This design comes from an exercise in tuning for small area and a short achievable clock period on the open sky130 flow, not from production work.
No run shown here included a check of the RTL's function; only the layout flow was run.
Power and IR drop assume default switching activity.

==> design/flow/config.mk <==
export PLATFORM = sky130hd
export DESIGN_NAME = rv32i_core
export DESIGN_NICKNAME = rv32i_core
export VERILOG_FILES = /design/flow/design.v
export SDC_FILE = /design/flow/constraint.sdc
export NUM_CORES = 4
export LEC_CHECK = 0
export CAP_MARGIN = 20
export CORE_MARGIN = 2
export CORE_UTILIZATION = 60
export CTS_CLUSTER_DIAMETER = 60
export CTS_CLUSTER_SIZE = 20
export PLACE_DENSITY = 0.7
export SETUP_SLACK_MARGIN = 5
export SLEW_MARGIN = 20
export SYNTH_HIERARCHICAL = 1
export SYNTH_MINIMUM_KEEP_SIZE = 0
export TNS_END_PERCENT = 10
==> design/flow/constraint.sdc <==
create_clock -name core_clock -period 10.0 [get_ports {clk}]
set_input_delay 2.0000 -clock core_clock [delete_from_list [all_inputs] [get_ports {clk}]]
set_output_delay 2.0000 -clock core_clock [all_outputs]
set_load 0.01 [all_outputs]
==> design/flow/design.v <==
`timescale 1ns/1ps
`default_nettype none
package rv32i_types;
	localparam logic [4:0] opc_load  = 5'b00000;
	localparam logic [4:0] opc_store = 5'b01000;
	localparam logic [4:0] opc_imm   = 5'b00100;
	localparam logic [4:0] opc_reg   = 5'b01100;
	localparam logic [4:0] opc_lui   = 5'b01101;
	localparam logic [4:0] opc_auipc = 5'b00101;
	localparam logic [4:0] opc_br    = 5'b11000;
	localparam logic [4:0] opc_jalr  = 5'b11001;
	localparam logic [4:0] opc_jal   = 5'b11011;
endpackage
`default_nettype wire
`timescale 1ns/1ps
`default_nettype none
module rf_aoi222 (
	input  wire logic a, b, c, d, e, f,
	output logic y
);
	assign y = ~((a & b) | (c & d) | (e & f));
endmodule
`default_nettype wire
`timescale 1ns/1ps
`default_nettype none
module ks_nand2 (input wire logic a, b, output logic y); assign y = ~(a & b); endmodule
module ks_nor2  (input wire logic a, b, output logic y); assign y = ~(a | b); endmodule
module ks_xor2  (input wire logic a, b, output logic y); assign y = a ^ b; endmodule
module ks_xnor2 (input wire logic a, b, output logic y); assign y = ~(a ^ b); endmodule
module ks_inv   (input wire logic a, output logic y); assign y = ~a; endmodule
module ks_a21oi (input wire logic a1, a2, b, output logic y); assign y = ~(b | (a1 & a2)); endmodule
module ks_o21ai (input wire logic a1, a2, b, output logic y); assign y = ~(b & (a1 | a2)); endmodule
module ks_majn  (input wire logic a, b, c, output logic y); assign y = ~((a & b) | (c & (a | b))); endmodule
module ks_add32 (
	input  wire logic [31:0] a,
	input  wire logic [31:0] b,
	input  wire logic        cin,
	output logic [31:0]      s,
	output logic [31:0]      a_and_b,
	output logic [31:0]      a_or_b,
	output logic [31:0]      a_xor_b
);
	logic [31:0] g [0:5];
	logic [31:0] t [0:5];
	logic [31:0] gn0, tn0;
	for (genvar i = 0; i < 32; i++) begin : l0
		ks_nand2 ug (.a(a[i]), .b(b[i]), .y(gn0[i]));
		ks_nor2  ut (.a(a[i]), .b(b[i]), .y(tn0[i]));
		ks_xor2  ux (.a(a[i]), .b(b[i]), .y(a_xor_b[i]));
		ks_inv   ia (.a(gn0[i]), .y(a_and_b[i]));
		ks_inv   io (.a(tn0[i]), .y(a_or_b[i]));
	end
	ks_majn um (.a(a[0]), .b(b[0]), .c(cin), .y(g[0][0]));
	assign g[0][31:1] = gn0[31:1];
	assign t[0]       = tn0;
	for (genvar l = 1; l < 6; l++) begin : lv
		localparam int D = 1 << (l - 1);
		for (genvar i = 0; i < 32; i++) begin : b_
			if (i < D) begin : pass
				ks_inv ug (.a(g[l-1][i]), .y(g[l][i]));
				assign t[l][i] = 1'b0;
			end else if (l % 2 == 1) begin : odd
				ks_o21ai ug (.a1(t[l-1][i]), .a2(g[l-1][i-D]), .b(g[l-1][i]), .y(g[l][i]));
				ks_nor2  ut (.a(t[l-1][i]), .b(t[l-1][i-D]), .y(t[l][i]));
			end else begin : even
				ks_a21oi ug (.a1(t[l-1][i]), .a2(g[l-1][i-D]), .b(g[l-1][i]), .y(g[l][i]));
				ks_nand2 ut (.a(t[l-1][i]), .b(t[l-1][i-D]), .y(t[l][i]));
			end
		end
	end
	ks_xor2 us0 (.a(a_xor_b[0]), .b(cin), .y(s[0]));
	for (genvar i = 1; i < 32; i++) begin : sum_
		ks_xor2 us (.a(a_xor_b[i]), .b(g[5][i-1]), .y(s[i]));
	end
endmodule
`default_nettype wire
`default_nettype none
module ks_nand2b (input wire logic a_n, b, output logic y); assign y = ~(~a_n & b); endmodule
module ks_a221o (input wire logic a1, a2, b1, b2, c, output logic y); assign y = (a1 & a2) | (b1 & b2) | c; endmodule
module ks_a21o  (input wire logic a1, a2, b, output logic y); assign y = (a1 & a2) | b; endmodule
module ks_mux2i (input wire logic a0, a1, s, output logic y); assign y = ~(s ? a1 : a0); endmodule
module ks_cmp32 (
	input  wire logic [31:0] a,
	input  wire logic [31:0] b,
	output logic             ltu,
	output logic             lts,
	output logic             eq
);
	logic [31:0] l_ [0:5];
	logic [31:0] e_ [0:5];
	for (genvar i = 0; i < 32; i++) begin : l0
		ks_nand2b ul (.a_n(a[i]), .b(b[i]), .y(l_[0][i]));
		ks_xor2   ue (.a(a[i]), .b(b[i]), .y(e_[0][i]));
	end
	for (genvar l = 1; l < 6; l++) begin : lv
		for (genvar i = 0; i < (32 >> l); i++) begin : g_
			if (l % 2 == 1) begin : odd
				ks_o21ai ul (.a1(e_[l-1][2*i+1]), .a2(l_[l-1][2*i]), .b(l_[l-1][2*i+1]), .y(l_[l][i]));
				ks_nor2  ue (.a(e_[l-1][2*i+1]), .b(e_[l-1][2*i]), .y(e_[l][i]));
			end else begin : even
				ks_a21oi ul (.a1(e_[l-1][2*i+1]), .a2(l_[l-1][2*i]), .b(l_[l-1][2*i+1]), .y(l_[l][i]));
				ks_nand2 ue (.a(e_[l-1][2*i+1]), .b(e_[l-1][2*i]), .y(e_[l][i]));
			end
		end
		for (genvar i = (32 >> l); i < 32; i++) begin : unused
			assign l_[l][i] = 1'b0;
			assign e_[l][i] = 1'b0;
		end
	end
	assign ltu = l_[5][0];
	assign eq  = e_[5][0];
	assign lts = l_[5][0] ^ a[31] ^ b[31];
endmodule
`default_nettype wire
`default_nettype none
module ks_nand3 (input wire logic a, b, c, output logic y); assign y = ~(a & b & c); endmodule
module ks_nand4 (input wire logic a, b, c, d, output logic y); assign y = ~(a & b & c & d); endmodule
module ks_nor3  (input wire logic a, b, c, output logic y); assign y = ~(a | b | c); endmodule
module ks_and2  (input wire logic a, b, output logic y); assign y = a & b; endmodule
`default_nettype wire
`default_nettype none
module ks_and3  (input wire logic a, b, c, output logic y); assign y = a & b & c; endmodule
module ks_mux2  (input wire logic a0, a1, s, output logic y); assign y = s ? a1 : a0; endmodule
`default_nettype wire
`timescale 1ns/1ps
`default_nettype none
import rv32i_types::*;
module rv32i_core
(
	input  wire logic         clk,
	input  wire logic         rst_n,
	input  wire logic         instr_valid,
	input  wire logic [31:0]  instr,
	input  wire logic [31:0]  mem_rdata,
	output logic              mem_read,
	output logic              mem_write,
	output logic [31:0]       mem_addr,
	output logic [31:0]       mem_wdata,
	output logic              retire_valid,
	output logic [31:0]       retire_pc,
	output logic [31:0]       retire_next_pc,
	output logic [4:0]        retire_rd,
	output logic              retire_we,
	output logic [31:0]       retire_wdata
);
	logic [4:0] opc;
	logic [2:0] f3;
	logic [4:0] ra1, ra2, rd;
	assign opc = instr[6:2];
	assign f3  = instr[14:12];
	assign rd  = instr[11:7];
	assign ra1 = instr[19:15];
	assign ra2 = instr[24:20];
	logic d_load, d_store, d_imm, d_reg, d_lui, d_auipc, d_br, d_jalr, d_jal;
	assign d_load  = opc == opc_load;
	assign d_store = opc == opc_store;
	assign d_imm   = opc == opc_imm;
	assign d_reg   = opc == opc_reg;
	assign d_lui   = opc == opc_lui;
	assign d_auipc = opc == opc_auipc;
	assign d_br    = opc == opc_br;
	assign d_jalr  = opc == opc_jalr;
	assign d_jal   = opc == opc_jal;
	logic d_alu, d_wr, d_sub, d_shift, d_sll, d_sra, d_rs2;
	assign d_alu   = d_imm | d_reg;
	assign d_wr    = ~(d_br | d_store);
	assign d_sub   = d_reg & f3 == 3'b000 & instr[30];
	assign d_shift = d_alu & f3[1:0] == 2'b01;
	assign d_sll   = d_alu & f3 == 3'b001;
	assign d_sra   = d_alu & f3 == 3'b101 & instr[30];
	assign d_rs2   = d_reg | d_br;
	logic [31:0] i_imm, s_imm, b_imm, u_imm, j_imm;
	assign i_imm = {{20{instr[31]}}, instr[31:20]};
	assign s_imm = {{20{instr[31]}}, instr[31:25], instr[11:7]};
	assign b_imm = {{20{instr[31]}}, instr[7], instr[30:25], instr[11:8], 1'b0};
	assign u_imm = {instr[31:12], 12'h000};
	assign j_imm = {{12{instr[31]}}, instr[19:12], instr[20], instr[30:21], 1'b0};
	logic [31:0] regs [1:31];
	logic [31:0] wdata;
	logic        e_we;
	logic [4:0]  e_rd;
	for (genvar i = 1; i < 32; i++) begin : rf
		always_ff @(posedge clk)
			if (!rst_n || (e_we && e_rd == 5'(i)))
				regs[i] <= rst_n ? wdata : 32'h0;
	end
	logic        fw1, fw2;
	logic [31:1] sel1, sel2;
	logic [31:0] wdata_n;
	assign fw1 = e_we & (e_rd == ra1) & (ra1 != 5'd0);
	assign fw2 = e_we & (e_rd == ra2) & (ra2 != 5'd0);
	assign wdata_n = ~wdata;
	logic [3:0] lo1, lo2;
	logic [7:0] hi1, hi2;
	always_comb begin
		for (int i = 0; i < 4; i++) begin
			lo1[i] = ra1[1:0] == 2'(i);
			lo2[i] = ra2[1:0] == 2'(i);
		end
		for (int i = 0; i < 8; i++) begin
			hi1[i] = ra1[4:2] == 3'(i);
			hi2[i] = ra2[4:2] == 3'(i);
		end
	end
	for (genvar i = 1; i < 32; i++) begin : sel_
		ks_and2 s1 (.a(hi1[i / 4]), .b(lo1[i % 4]), .y(sel1[i]));
		ks_and2 s2 (.a(hi2[i / 4]), .b(lo2[i % 4]), .y(sel2[i]));
	end
	logic [31:0] op1, op2;
	for (genvar b = 0; b < 32; b++) begin : rd_
		logic [9:0] n1, n2;
		logic       rf1_n, rf2_n, t1, t2;
		logic [2:0] h1, h2;
		for (genvar g = 0; g < 10; g++) begin : g_
			rf_aoi222 p1 (
				.a(sel1[3*g+1]), .b(regs[3*g+1][b]),
				.c(sel1[3*g+2]), .d(regs[3*g+2][b]),
				.e(sel1[3*g+3]), .f(regs[3*g+3][b]),
				.y(n1[g])
			);
			rf_aoi222 p2 (
				.a(sel2[3*g+1]), .b(regs[3*g+1][b]),
				.c(sel2[3*g+2]), .d(regs[3*g+2][b]),
				.e(sel2[3*g+3]), .f(regs[3*g+3][b]),
				.y(n2[g])
			);
		end
		ks_nand2 q1 (.a(sel1[31]), .b(regs[31][b]), .y(t1));
		ks_nand2 q2 (.a(sel2[31]), .b(regs[31][b]), .y(t2));
		ks_nand4 h1a (.a(n1[0]), .b(n1[1]), .c(n1[2]), .d(n1[3]), .y(h1[0]));
		ks_nand4 h1b (.a(n1[4]), .b(n1[5]), .c(n1[6]), .d(n1[7]), .y(h1[1]));
		ks_nand3 h1c (.a(n1[8]), .b(n1[9]), .c(t1), .y(h1[2]));
		ks_nand4 h2a (.a(n2[0]), .b(n2[1]), .c(n2[2]), .d(n2[3]), .y(h2[0]));
		ks_nand4 h2b (.a(n2[4]), .b(n2[5]), .c(n2[6]), .d(n2[7]), .y(h2[1]));
		ks_nand3 h2c (.a(n2[8]), .b(n2[9]), .c(t2), .y(h2[2]));
		ks_nor3 r1 (.a(h1[0]), .b(h1[1]), .c(h1[2]), .y(rf1_n));
		ks_nor3 r2 (.a(h2[0]), .b(h2[1]), .c(h2[2]), .y(rf2_n));
		ks_mux2i m1 (.a0(rf1_n), .a1(wdata_n[b]), .s(fw1), .y(op1[b]));
		ks_mux2i m2 (.a0(rf2_n), .a1(wdata_n[b]), .s(fw2), .y(op2[b]));
	end
	logic        v;
	logic [31:0] pc, npc, pc_d;
	assign pc_d = v ? npc : pc;
	logic [31:0] cmp_b;
	logic        eq, ltu, lts, slt_d;
	logic [31:0] cb_rest_n;
	logic        cb_rf_n;
	assign cb_rf_n   = ~(d_rs2 & ~fw2);
	assign cb_rest_n = ~(({32{d_rs2 & fw2}} & wdata) | ({32{~d_rs2}} & i_imm));
	for (genvar b = 0; b < 32; b++) begin : cb_
		ks_o21ai u (.a1(cb_rf_n), .a2(rd_[b].rf2_n), .b(cb_rest_n[b]), .y(cmp_b[b]));
	end
	ks_cmp32 cmp_i (.a(op1), .b(cmp_b), .ltu(ltu), .lts(lts), .eq(eq));
	logic sgn, k_lt1, k_lt0, k_eq1, k_eq0, jmp_x, jmp_n;
	assign sgn   = op1[31] ^ cmp_b[31];
	assign k_lt1 = d_br & f3[2] & (f3[1] | ~sgn) & ~f3[0] | d_br & f3[2] & ~f3[1] & sgn & f3[0];
	assign k_lt0 = d_br & f3[2] & (f3[1] | ~sgn) & f3[0] | d_br & f3[2] & ~f3[1] & sgn & ~f3[0];
	assign k_eq1 = d_br & ~f3[2] & ~f3[0];
	assign k_eq0 = d_br & ~f3[2] & f3[0];
	logic m_lt_n, m_eq_n, njal, njj, nx_d, np4_d;
	assign njal = ~d_jal;
	assign njj  = ~(d_jal | d_jalr);
	ks_mux2i mlt (.a0(k_lt0), .a1(k_lt1), .s(ltu), .y(m_lt_n));
	ks_mux2i meq (.a0(k_eq0), .a1(k_eq1), .s(eq), .y(m_eq_n));
	ks_nand3 unx (.a(m_lt_n), .b(m_eq_n), .c(njal), .y(nx_d));
	ks_and3  unp (.a(m_lt_n), .b(m_eq_n), .c(njj), .y(np4_d));
	assign slt_d = ltu ^ (~f3[0] & sgn);
	logic [31:0] x_d, p4_d;
	assign p4_d = pc_d + 32'd4;
	assign x_d   = d_store ? op2 : u_imm;
	logic [31:0] sh_in, sh2, a_d, b_d;
	logic [1:0]  sh_lo;
	logic        fill_d;
	always_comb
		for (int i = 0; i < 32; i++)
			sh_in[i] = d_sll ? op1[31 - i] : op1[i];
	assign fill_d = d_sra & op1[31];
	assign sh_lo  = d_reg ? op2[1:0] : instr[21:20];
	assign sh2    = 32'({{3{fill_d}}, sh_in} >> sh_lo);
	logic d_pcrel;
	assign d_pcrel = d_br | d_jal | d_auipc;
	assign a_d = ({32{~d_shift & ~d_pcrel}} & op1) | ({32{d_shift}} & sh2) | ({32{d_pcrel}} & pc_d);
	assign b_d = {32{d_sub}} ^ (d_reg ? op2 : d_store ? s_imm : d_br ? b_imm : d_jal ? j_imm :
			d_auipc ? u_imm : i_imm);
	logic        e_ld, e_st;
	logic [31:0] ra, rb, rx, pc4;
	logic        e_sub, e_fill, e_slt;
	logic [2:0]  e_sh;
	logic        n_s, n_p4;
	logic        s_sum, s_and, s_or, s_xor, s_sll, s_sr, s_slt, s_x, s_link;
	always_ff @(posedge clk) begin
		if (!rst_n) begin
			v    <= 1'b0;
			e_we <= 1'b0;
			e_ld <= 1'b0;
			e_st <= 1'b0;
			pc   <= 32'h0;
		end else begin
			v    <= instr_valid;
			e_we <= instr_valid & d_wr;
			e_ld <= instr_valid & d_load;
			e_st <= instr_valid & d_store;
			if (v)
				pc <= npc;
		end
	end
	always_ff @(posedge clk) begin
		ra     <= a_d;
		rb     <= b_d;
		rx     <= x_d;
		pc4    <= p4_d;
		e_rd   <= d_wr ? rd : 5'd0;
		e_sub  <= d_sub;
		e_fill <= fill_d;
		e_sh   <= d_reg ? op2[4:2] : instr[24:22];
		e_slt  <= slt_d;
		n_s    <= nx_d | d_jalr;
		n_p4   <= np4_d;
		s_sum  <= (d_alu & f3 == 3'b000) | d_auipc;
		s_sll  <= d_sll;
		s_slt  <= d_alu & f3[2:1] == 2'b01;
		s_xor  <= d_alu & f3 == 3'b100;
		s_sr   <= d_alu & f3 == 3'b101;
		s_or   <= d_alu & f3 == 3'b110;
		s_and  <= d_alu & f3 == 3'b111;
		s_x    <= d_lui;
		s_link <= d_jal | d_jalr;
	end
	logic [31:0] sum, r_and, r_or, r_xor;
	ks_add32 add_i (
		.a       (ra),
		.b       (rb),
		.cin     (e_sub),
		.s       (sum),
		.a_and_b (r_and),
		.a_or_b  (r_or),
		.a_xor_b (r_xor)
	);
	logic [31:0] shr, shr_rev;
	assign shr = 32'({{28{e_fill}}, ra} >> {e_sh, 2'b00});
	always_comb
		for (int i = 0; i < 32; i++)
			shr_rev[i] = shr[31 - i];
	logic [31:0] wd_rest_n, npc_rest_n;
	assign wd_rest_n = ~(({32{s_and}}  & r_and)
			   | ({32{s_or}}   & r_or)
			   | ({32{s_xor}}  & r_xor)
			   | ({32{s_sr}}   & shr)
			   | ({32{s_sll}}  & shr_rev)
			   | ({32{s_x}}    & rx)
			   | ({32{s_link}} & pc4)
			   | {31'h0, s_slt & e_slt});
	assign npc_rest_n = ~({32{n_p4}} & pc4);
	for (genvar i = 0; i < 32; i++) begin : out_
		logic ws_n, wl_n, ns_n;
		ks_nand2 ws (.a(s_sum), .b(sum[i]), .y(ws_n));
		ks_nand2 wl (.a(e_ld), .b(mem_rdata[i]), .y(wl_n));
		ks_nand3 uw (.a(ws_n), .b(wl_n), .c(wd_rest_n[i]), .y(wdata[i]));
		if (i == 0) begin : b0
			assign npc[i] = ~npc_rest_n[i];
		end else begin : bn
			ks_nand2 ns (.a(n_s), .b(sum[i]), .y(ns_n));
			ks_nand2 un (.a(ns_n), .b(npc_rest_n[i]), .y(npc[i]));
		end
	end
	assign mem_read       = e_ld;
	assign mem_write      = e_st;
	assign mem_addr       = sum;
	assign mem_wdata      = rx;
	assign retire_valid   = v;
	assign retire_pc      = pc;
	assign retire_next_pc = npc;
	assign retire_rd      = e_rd;
	assign retire_we      = e_we;
	assign retire_wdata   = wdata;
endmodule
`default_nettype wire
==> design/flow/flow/run.sh <==
#!/bin/bash
# Standard layout, with plain buffers on the ports instead of the delay
# cells that buffer_ports picks by default.
set -e
cp standard.sh standard_sh.log
export BUFFER_PORTS_ARGS="-buffer_cell sky130_fd_sc_hd__buf_2"
bash standard.sh > standard.log 2>&1
==> design/flow/standard.sh <==
#!/bin/bash
# synth_recipe.tcl (not shown) runs the flow's synth.tcl, then flattens the netlist and writes it again
# the make line also repeats each setting of config.mk as NAME=value (left out here)
make -C /OpenROAD-flow-scripts/flow DESIGN_CONFIG=/design/flow/config.mk WORK_HOME=/design/flow/orfs CLKGATE_MAP_FILE= SYNTH_SCRIPT=/design/flow/synth_recipe.tcl "${@:-finish}"
==> reports/metrics.cfg, run 1 <==
[outcome]
status=timing/DRC/antenna clean

[clocking]
cts.htree.levels=3
cts_max_path_buffers=3
cts_tree=built
numCtsBuffers=84
clock_latency_ns=0.74
clk_pin_slew_ns=0.08
clock-sinks=1178
postCtsHoldBufs=0
clockRootBuffer=clkbuf_16

[detailed_routing]
via_per_inst=8.221
ant_nets=0
drt_iter0_markers=14460
wirelength_mm=257.3
first_pass_iters=15
drc=0
avgRoutedWirePerCell_um=41.92
vias=50460

[power_and_ir_drop]
total_power_mw=12.02
clkPwrFrac_pct=30.2
ir_drop_mv=0.1814
p_per_area_nw_per_um2=181.9
sequentialPowerShare_pct=49.2
power_switching_mw=3.827
power_switching_share_pct=31.85
leakagePower_nw=24.19
internal_power_mw=8.191
p_comb_share_pct=20.6

[grt]
grt_pass1_wl_mm=341.4
grt_max_degree=66
overflow=0
antenna_found_initial=6
grt_use_total_pct=51.69
first_global_vias=45430

[logic_synthesis]
syn-instance-count=4373
synth_nets=4441
yosysWarnings=19
syn_avg_cell_area_um2=12.62
synthesis.area_um2=55200

[finish]
fillers=6145
mostFrequentLayoutCells=992 x edfxtp_1, 671 x a222oi_1, 456 x nand2_1
final_common_cell=edfxtp_1
final_core_util_pct=72.29
syn_to_final_growth_pct=19.68
drive_gt1_share_pct=24.94
fin_cells=6138
nNetsFinal=4965

[critical_path]
arrival_ns=6.49
start_kind=input pin
cp.required_ns=10.59
path_class=input pin to register
cp_max_fo=8
critPathCaptureType=register

[timing]
hold_violations=0
finalCritPeriodShare_pct=59.05
rsz0062_at_grt=yes
slew_headroom_pct=19.10
drv_slew=0
fmax_mhz=169.4
setup_viol=0
fin_skew_ns=0.06904
worst_pin_slew_ns=1.210
min_period_ns=5.905
setup_tns_ns=0

[floorplan]
core-area_um2=91390
rows=111
die_w_um=307.3
dieArea_um2=94440
start_util_pct=60.40
ioPinCount=236
die_y_um=307.3

[flow_run]
maxCapViolCount=0

[placed_design]
port_buffers=233
dp_hpwl_mm=160.0
place.gp.congestion=1.069
dp.cells=5780

[worst_hold_path]
hp-class=register to register

critical path, cell delays in order:
cell and delay (ns):
buf_12 0.11, and3b_2 0.24, and2_4 0.22, clkbuf_16 0.20, a222oi_1 0.46, nand4_1 1.02
nor3_2 0.58, mux2i_2 0.25, xor2_1 0.24, nor2_1 0.13, nand2_1 0.09, nor2_2 0.15
nand2_1 0.10, nor2_2 0.14, mux2i_1 0.26, nand3_1 0.09, o21bai_1 0.16
final timing paths:
check	cells after the start	startpoint	end	slack (ns)
max	17	instr[18]	n_s	4.10
min	1	pc[1]	pc4[1]	0.58
max reg2reg	14	e_rd[3]	n_s	5.39
min reg2reg	1	pc[1]	pc4[1]	0.58
layout make-up:
class                      count  area, µm²  area share [%]
clock buffer                  88       2117           3.204
sequential                  1178      33580           50.83
multi-input combinational   2941      23310           35.29
clock inverter                48      685.7           1.038
inverter                     144      553.0          0.8371
timing repair buffer         548       4318           6.536
antenna                        5      12.51         0.01894
tap                         1186       1484           2.246
routing by layer:
layer	wire length, µm	global-route usage, %	up-vias	share of wire (%)
met5	39	0	-	0.015
li1	-	-	19430	-
met4	32480	46.84	4	13
met2	105400	75.54	5799	41
met3	43300	17.59	1526	17
met1	76020	60.41	23700	30
state kept, by name, summed over array words and instances, names as in the netlist, 3 cells and up:
signal	flops
e_rd	5
rb	32
rx	32
pc4	32
regs	992
ra	32
e_sh	3
pc	32
per-stage QoR:
stage | cell area [µm²] | worst slack [ns] | hold slack [ns]
5_1_grt | 66050 | 4.146 | 0.5830
2_1_floorplan | 55390 | 4.365 | 0.5418
6_report | 66070 | 4.095 | 0.5823
4_1_cts | 64900 | 4.841 | 0.5630
3_3_place_gp | 58720 | 2.698 | 0.5576
3_5_place_dp | 58750 | 2.698 | 0.5589
power by group through the flow:
| stage | clock, mW | combinational, mW | sequential, mW |
|---|---|---|---|
| 2_1_floorplan | 0 | 1.01 | 5.88 |
| 3_3_place_gp | 0 | 1.90 | 5.96 |
| 3_5_place_dp | 0 | 1.91 | 5.98 |
| 4_1_cts | 3.58 | 2.28 | 5.88 |
| 5_1_grt | 3.75 | 2.50 | 5.92 |
| 6_report | 3.63 | 2.48 | 5.91 |
timing repair:
item                       CTS  global route
resized for setup          412           108
pin swaps                  137           101
setup endpoints to repair  160            94
cloned                      21            10
buffers inserted           131            55
==> inputs of run 2 (changes only) <==
--- a/design/flow/design.v
+++ b/design/flow/design.v
@@ -122,6 +122,12 @@
 module ks_and3  (input wire logic a, b, c, output logic y); assign y = a & b & c; endmodule
 module ks_mux2  (input wire logic a0, a1, s, output logic y); assign y = s ? a1 : a0; endmodule
 `default_nettype wire
+`default_nettype none
+module ks_a22oi (input wire logic a1, a2, b1, b2, output logic y); assign y = ~((a1 & a2) | (b1 & b2)); endmodule
+`default_nettype wire
+`default_nettype none
+module ks_o31ai (input wire logic a1, a2, a3, b, output logic y); assign y = ~((a1 | a2 | a3) & b); endmodule
+`default_nettype wire
 `timescale 1ns/1ps
 `default_nettype none
 import rv32i_types::*;
@@ -186,10 +192,11 @@
 	end
 	logic        fw1, fw2;
 	logic [31:1] sel1, sel2;
-	logic [31:0] wdata_n;
 	assign fw1 = e_we & (e_rd == ra1) & (ra1 != 5'd0);
 	assign fw2 = e_we & (e_rd == ra2) & (ra2 != 5'd0);
-	assign wdata_n = ~wdata;
+	logic nfw1, nfw2;
+	assign nfw1 = ~fw1;
+	assign nfw2 = ~fw2;
 	logic [3:0] lo1, lo2;
 	logic [7:0] hi1, hi2;
 	always_comb begin
@@ -233,10 +240,13 @@
 		ks_nand4 h2a (.a(n2[0]), .b(n2[1]), .c(n2[2]), .d(n2[3]), .y(h2[0]));
 		ks_nand4 h2b (.a(n2[4]), .b(n2[5]), .c(n2[6]), .d(n2[7]), .y(h2[1]));
 		ks_nand3 h2c (.a(n2[8]), .b(n2[9]), .c(t2), .y(h2[2]));
-		ks_nor3 r1 (.a(h1[0]), .b(h1[1]), .c(h1[2]), .y(rf1_n));
-		ks_nor3 r2 (.a(h2[0]), .b(h2[1]), .c(h2[2]), .y(rf2_n));
-		ks_mux2i m1 (.a0(rf1_n), .a1(wdata_n[b]), .s(fw1), .y(op1[b]));
-		ks_mux2i m2 (.a0(rf2_n), .a1(wdata_n[b]), .s(fw2), .y(op2[b]));
+		logic f1_n, f2_n;
+		ks_o31ai r1 (.a1(h1[0]), .a2(h1[1]), .a3(h1[2]), .b(nfw1), .y(rf1_n));
+		ks_o31ai r2 (.a1(h2[0]), .a2(h2[1]), .a3(h2[2]), .b(nfw2), .y(rf2_n));
+		ks_nand2 f1 (.a(fw1), .b(wdata[b]), .y(f1_n));
+		ks_nand2 f2 (.a(fw2), .b(wdata[b]), .y(f2_n));
+		ks_nand2 m1 (.a(rf1_n), .b(f1_n), .y(op1[b]));
+		ks_nand2 m2 (.a(rf2_n), .b(f2_n), .y(op2[b]));
 	end
 	logic        v;
 	logic [31:0] pc, npc, pc_d;
@@ -265,9 +275,10 @@
 	ks_nand3 unx (.a(m_lt_n), .b(m_eq_n), .c(njal), .y(nx_d));
 	ks_and3  unp (.a(m_lt_n), .b(m_eq_n), .c(njj), .y(np4_d));
 	assign slt_d = ltu ^ (~f3[0] & sgn);
-	logic [31:0] x_d, p4_d;
+	logic [31:0] x_imm, x_d, p4_d;
 	assign p4_d = pc_d + 32'd4;
-	assign x_d   = d_store ? op2 : u_imm;
+	assign x_imm = d_jal ? j_imm : d_br ? b_imm : u_imm;
+	assign x_d   = d_store ? op2 : d_lui ? u_imm : pc_d + x_imm;
 	logic [31:0] sh_in, sh2, a_d, b_d;
 	logic [1:0]  sh_lo;
 	logic        fill_d;
@@ -277,16 +288,13 @@
 	assign fill_d = d_sra & op1[31];
 	assign sh_lo  = d_reg ? op2[1:0] : instr[21:20];
 	assign sh2    = 32'({{3{fill_d}}, sh_in} >> sh_lo);
-	logic d_pcrel;
-	assign d_pcrel = d_br | d_jal | d_auipc;
-	assign a_d = ({32{~d_shift & ~d_pcrel}} & op1) | ({32{d_shift}} & sh2) | ({32{d_pcrel}} & pc_d);
-	assign b_d = {32{d_sub}} ^ (d_reg ? op2 : d_store ? s_imm : d_br ? b_imm : d_jal ? j_imm :
-			d_auipc ? u_imm : i_imm);
+	assign a_d = d_shift ? sh2 : op1;
+	assign b_d = {32{d_sub}} ^ (d_rs2 ? op2 : d_store ? s_imm : i_imm);
 	logic        e_ld, e_st;
 	logic [31:0] ra, rb, rx, pc4;
 	logic        e_sub, e_fill, e_slt;
 	logic [2:0]  e_sh;
-	logic        n_s, n_p4;
+	logic        n_x, n_sum, n_p4;
 	logic        s_sum, s_and, s_or, s_xor, s_sll, s_sr, s_slt, s_x, s_link;
 	always_ff @(posedge clk) begin
 		if (!rst_n) begin
@@ -314,16 +322,17 @@
 		e_fill <= fill_d;
 		e_sh   <= d_reg ? op2[4:2] : instr[24:22];
 		e_slt  <= slt_d;
-		n_s    <= nx_d | d_jalr;
+		n_x    <= nx_d;
+		n_sum  <= d_jalr;
 		n_p4   <= np4_d;
-		s_sum  <= (d_alu & f3 == 3'b000) | d_auipc;
+		s_sum  <= d_alu & f3 == 3'b000;
 		s_sll  <= d_sll;
 		s_slt  <= d_alu & f3[2:1] == 2'b01;
 		s_xor  <= d_alu & f3 == 3'b100;
 		s_sr   <= d_alu & f3 == 3'b101;
 		s_or   <= d_alu & f3 == 3'b110;
 		s_and  <= d_alu & f3 == 3'b111;
-		s_x    <= d_lui;
+		s_x    <= d_lui | d_auipc;
 		s_link <= d_jal | d_jalr;
 	end
 	logic [31:0] sum, r_and, r_or, r_xor;
@@ -345,21 +354,20 @@
 	assign wd_rest_n = ~(({32{s_and}}  & r_and)
 			   | ({32{s_or}}   & r_or)
 			   | ({32{s_xor}}  & r_xor)
-			   | ({32{s_sr}}   & shr)
-			   | ({32{s_sll}}  & shr_rev)
 			   | ({32{s_x}}    & rx)
 			   | ({32{s_link}} & pc4)
 			   | {31'h0, s_slt & e_slt});
-	assign npc_rest_n = ~({32{n_p4}} & pc4);
+	assign npc_rest_n = ~(({32{n_x}} & rx) | ({32{n_p4}} & pc4));
 	for (genvar i = 0; i < 32; i++) begin : out_
-		logic ws_n, wl_n, ns_n;
+		logic ws_n, wl_n, wh_n, ns_n;
 		ks_nand2 ws (.a(s_sum), .b(sum[i]), .y(ws_n));
 		ks_nand2 wl (.a(e_ld), .b(mem_rdata[i]), .y(wl_n));
-		ks_nand3 uw (.a(ws_n), .b(wl_n), .c(wd_rest_n[i]), .y(wdata[i]));
+		ks_a22oi wh (.a1(s_sr), .a2(shr[i]), .b1(s_sll), .b2(shr_rev[i]), .y(wh_n));
+		ks_nand4 uw (.a(ws_n), .b(wl_n), .c(wh_n), .d(wd_rest_n[i]), .y(wdata[i]));
 		if (i == 0) begin : b0
 			assign npc[i] = ~npc_rest_n[i];
 		end else begin : bn
-			ks_nand2 ns (.a(n_s), .b(sum[i]), .y(ns_n));
+			ks_nand2 ns (.a(n_sum), .b(sum[i]), .y(ns_n));
 			ks_nand2 un (.a(ns_n), .b(npc_rest_n[i]), .y(npc[i]));
 		end
 	end
==> design/flow/flow/run.sh (replaced) <==
#!/bin/bash
set -e
cp standard.sh standard_sh.log
export BUFFER_PORTS_ARGS="-buffer_cell sky130_fd_sc_hd__buf_2"
export SETUP_SLACK_MARGIN=5.6
bash standard.sh > standard.log 2>&1
--- a/design/flow/config.mk
+++ b/design/flow/config.mk
@@ -11,7 +11,6 @@
 export CTS_CLUSTER_DIAMETER = 60
 export CTS_CLUSTER_SIZE = 20
 export PLACE_DENSITY = 0.7
-export SETUP_SLACK_MARGIN = 5
 export SLEW_MARGIN = 20
 export SYNTH_HIERARCHICAL = 1
 export SYNTH_MINIMUM_KEEP_SIZE = 0
==> run 2 against run 1 <==
Against the previous run: design area increased by 2.9%; final cell count increased by 2.8%; clock skew decreased by 0.039 ns; first-iteration DRC count decreased by 11%; critical path depth increased by 1; register-to-register slack got worse by 0.14 ns; worst setup slack improved by 0.76 ns; critical endpoint is now n_p4; largest power group unchanged.
==> reports/metrics.cfg, run 2 <==
[outcome]
status=timing/DRC/antenna clean

[timing]
rsz0062_at_grt=yes
setup_ws_ns=4.855  ; +0.7596 ns
setup_tns_ns=0  ; unchanged
min_period_ns=5.145  ; -0.7596 ns
holdWs_ns=0.5650  ; -0.01730 ns
finalCritPeriodShare_pct=51.45  ; -7.6 points
fin_skew_ns=0.03019  ; -0.03885 ns
fmax_mhz=194.4  ; +15%
slew_headroom_pct=24.66  ; +5.6 points
setup_viol=0  ; unchanged
hold_violations=0  ; unchanged
drv_slew=0  ; unchanged
worst_pin_slew_ns=1.130  ; -0.07974 ns

[detailed_routing]
first_pass_iters=12  ; -3
ant_nets=0  ; unchanged
avgRoutedWirePerCell_um=39.81  ; -5.0%
drt_iter0_markers=12850  ; -11%
wirelength_mm=251.2  ; -2.4%
via_per_inst=7.983  ; -2.9%
drc=0  ; unchanged
vias=50370  ; -0.17%

[finish]
regMostFlops=regs
fillers=6399  ; +4.1%
nNetsFinal=5082  ; +2.4%
drive_gt1_share_pct=27.94  ; +3.0 points
final_common_cell=edfxtp_1
fin_cells=6310  ; +2.8%
final_core_util_pct=72.83  ; +0.54 points
seq_area_um2=33680  ; +0.29%
mostFrequentLayoutCells=992 x edfxtp_1, 671 x a222oi_1, 465 x nand2_1
syn_to_final_growth_pct=20.33
largest_reg_flops=992  ; unchanged
multi_input_area_um2=24390  ; +4.6%
design_area_um2=67970  ; +2.9%

[floorplan]
rows=112  ; +0.90%
dieArea_um2=96620  ; +2.3%
ioPinCount=236  ; unchanged
die_w_um=310.8  ; +1.1%
core-area_um2=93330  ; +2.1%
die_y_um=310.8  ; +1.1%
start_util_pct=60.52  ; +0.12 points

[logic_synthesis]
synthesis.area_um2=56490  ; +2.3%
syn-instance-count=4460  ; +2.0%
syn_avg_cell_area_um2=12.67  ; +0.33%
synth_nets=4561  ; +2.7%
yosysWarnings=19  ; unchanged

[grt]
grt_use_total_pct=50.35  ; -1.3 points
first_global_vias=46970  ; +3.4%
grt_max_degree=65  ; -1.5%
overflow=0  ; unchanged
antenna_found_initial=17  ; +11
grt_pass1_wl_mm=344.8  ; +0.98%

[critical_path]
cp.required_ns=10.66  ; +0.07 ns
start_kind=input pin
critPathCaptureType=register
cp_max_fo=8  ; unchanged
arrival_ns=5.81  ; -0.68 ns
path_class=input pin to register

[power_and_ir_drop]
p_per_area_nw_per_um2=178.1  ; -2.1%
total_power_mw=12.11  ; +0.74%
ir_drop_mv=0.2013  ; +11%
leakagePower_nw=25.28  ; +4.5%

[clocking]
clock_latency_ns=0.73  ; about the same
clk_pin_slew_ns=0.08  ; about the same
cts.htree.levels=3  ; unchanged
cts_tree=built
numCtsBuffers=91  ; +8.3%
postCtsHoldBufs=0  ; unchanged
clockRootBuffer=clkbuf_16
clock-sinks=1179  ; +0.085%
cts_max_path_buffers=3  ; unchanged

[placed_design]
place.gp.congestion=1.142  ; +6.8%
dp.cells=5947  ; +2.9%
dp_hpwl_mm=153.9  ; -3.8%
pre_cts_ws_ns=3.186  ; +0.4873 ns
port_buffers=233  ; unchanged
place_area_um2=59990  ; +2.1%

[flow_run]
maxCapViolCount=0  ; unchanged

[worst_hold_path]
hp-class=register to register

==> run 2: cell types whose count changed in the layout (fill, tap and decap cells not counted), sizes merged, moves of 33 or more <==
| cell | change |
|---|---|
| o31ai | +64 |
| nor3 | -62 |
| inv | +33 |
| a22oi | +34 |
| mux2i | -70 |
| a21o | +35 |
| nand3 | -68 |
| nand2 | +73 |
| mux4 | +37 |
==> run 2: power by group <==
group | leakage (nW) | switching (mW) | internal (mW)
Sequential | 11.8 | 0.277 | 5.62
Clock | 1.53 | 1.95 | 1.99
Combinational | 11.9 | 1.49 | 0.778
Total | 25.3 | 3.72 | 8.38
==> run 2: area by class of cell <==
cell class,instances,share of cell area (%)
well taps,1254,2.308
clock buffers,97,3.446
clock inverters,62,1.195
diodes,9,0.03313
repair buffers,547,6.643
multi-input cells,2995,35.89
repair inverters,2,0.01841
flip-flops and latches,1179,49.55
inverters,165,0.9222
==> run 2: path summary, 6_finish.rpt <==
path / startpoint / end / slack [ns] / cells after the start
min reg2reg: pc[2] / pc4[2] / 0.56 / 1
max: instr[15] / n_p4 / 4.85 / 18
max reg2reg: ra[7] / rx[23] / 5.25 / 22
min: pc[2] / pc4[2] / 0.56 / 1
==> run 2: what timing repair did <==
| item | CTS | global route |
|---|---|---|
| gates cloned | 18 | 1 |
| setup endpoints to repair | 198 | 178 |
| pin swaps | 265 | 63 |
| resized for setup | 632 | 131 |
| buffers inserted | 140 | 33 |
==> run 2: per-layer routing <==
layer  track usage (%)  up-vias  share of wire, %
li1                  -    19770                 -
met1             57.40    24030                30
met2             73.42     5172                42
met3             21.18     1382                17
met4             42.57       16                11
met5            0.8399        -              0.15
==> run 2: critical path, stage by stage <==
cell,delay (ns)
buf_12,0.11
nor2b_1,0.12
buf_4,0.19
and2_4,0.20
buf_12,0.15
buf_4,0.16
a222oi_1,0.37
nand4_1,0.39
o31ai_2,0.48
nand2_2,0.19
xor2_1,0.19
nor2_1,0.16
nand2_1,0.10
nor2_2,0.20
nand2_2,0.15
o21ai_4,0.21
mux2i_1,0.25
and3_1,0.17

==> static timing again, ports no longer ideal <==
The results above use ideal ports. As a check the final layouts listed here were re-extracted and re-timed, cells and wires unchanged.
Step 1 sets driving cells, clkbuf_16 on the clock port and buf_2 on the other inputs (assumed; they add their load-dependent delay and slew).
Step 2 times the ports against the registers' clock, not the clock port: input delays grow and output delays shrink by t, the midpoint of the rising clock arrivals with the driver on.
Three values: ideal ports, drivers, drivers and shift; two values: the first two.
run | t, ns | setup slack, ns | worst setup path at the end | worst register clock-pin slew, ns | worst data-port slew with drivers (ns)
run 1 | 0.778 | 4.095 / 3.981 / 3.204 | input to register | 0.09 / 0.09 | 0.30
run 2 | 0.788 | 4.855 / 4.701 / 3.913 | input to register | 0.09 / 0.09 | 0.34
After both steps setup and hold are still met in every run listed. The setup slack of run 2, which loses most, moves by -0.154 ns with the drivers and by -0.942 ns with both steps.
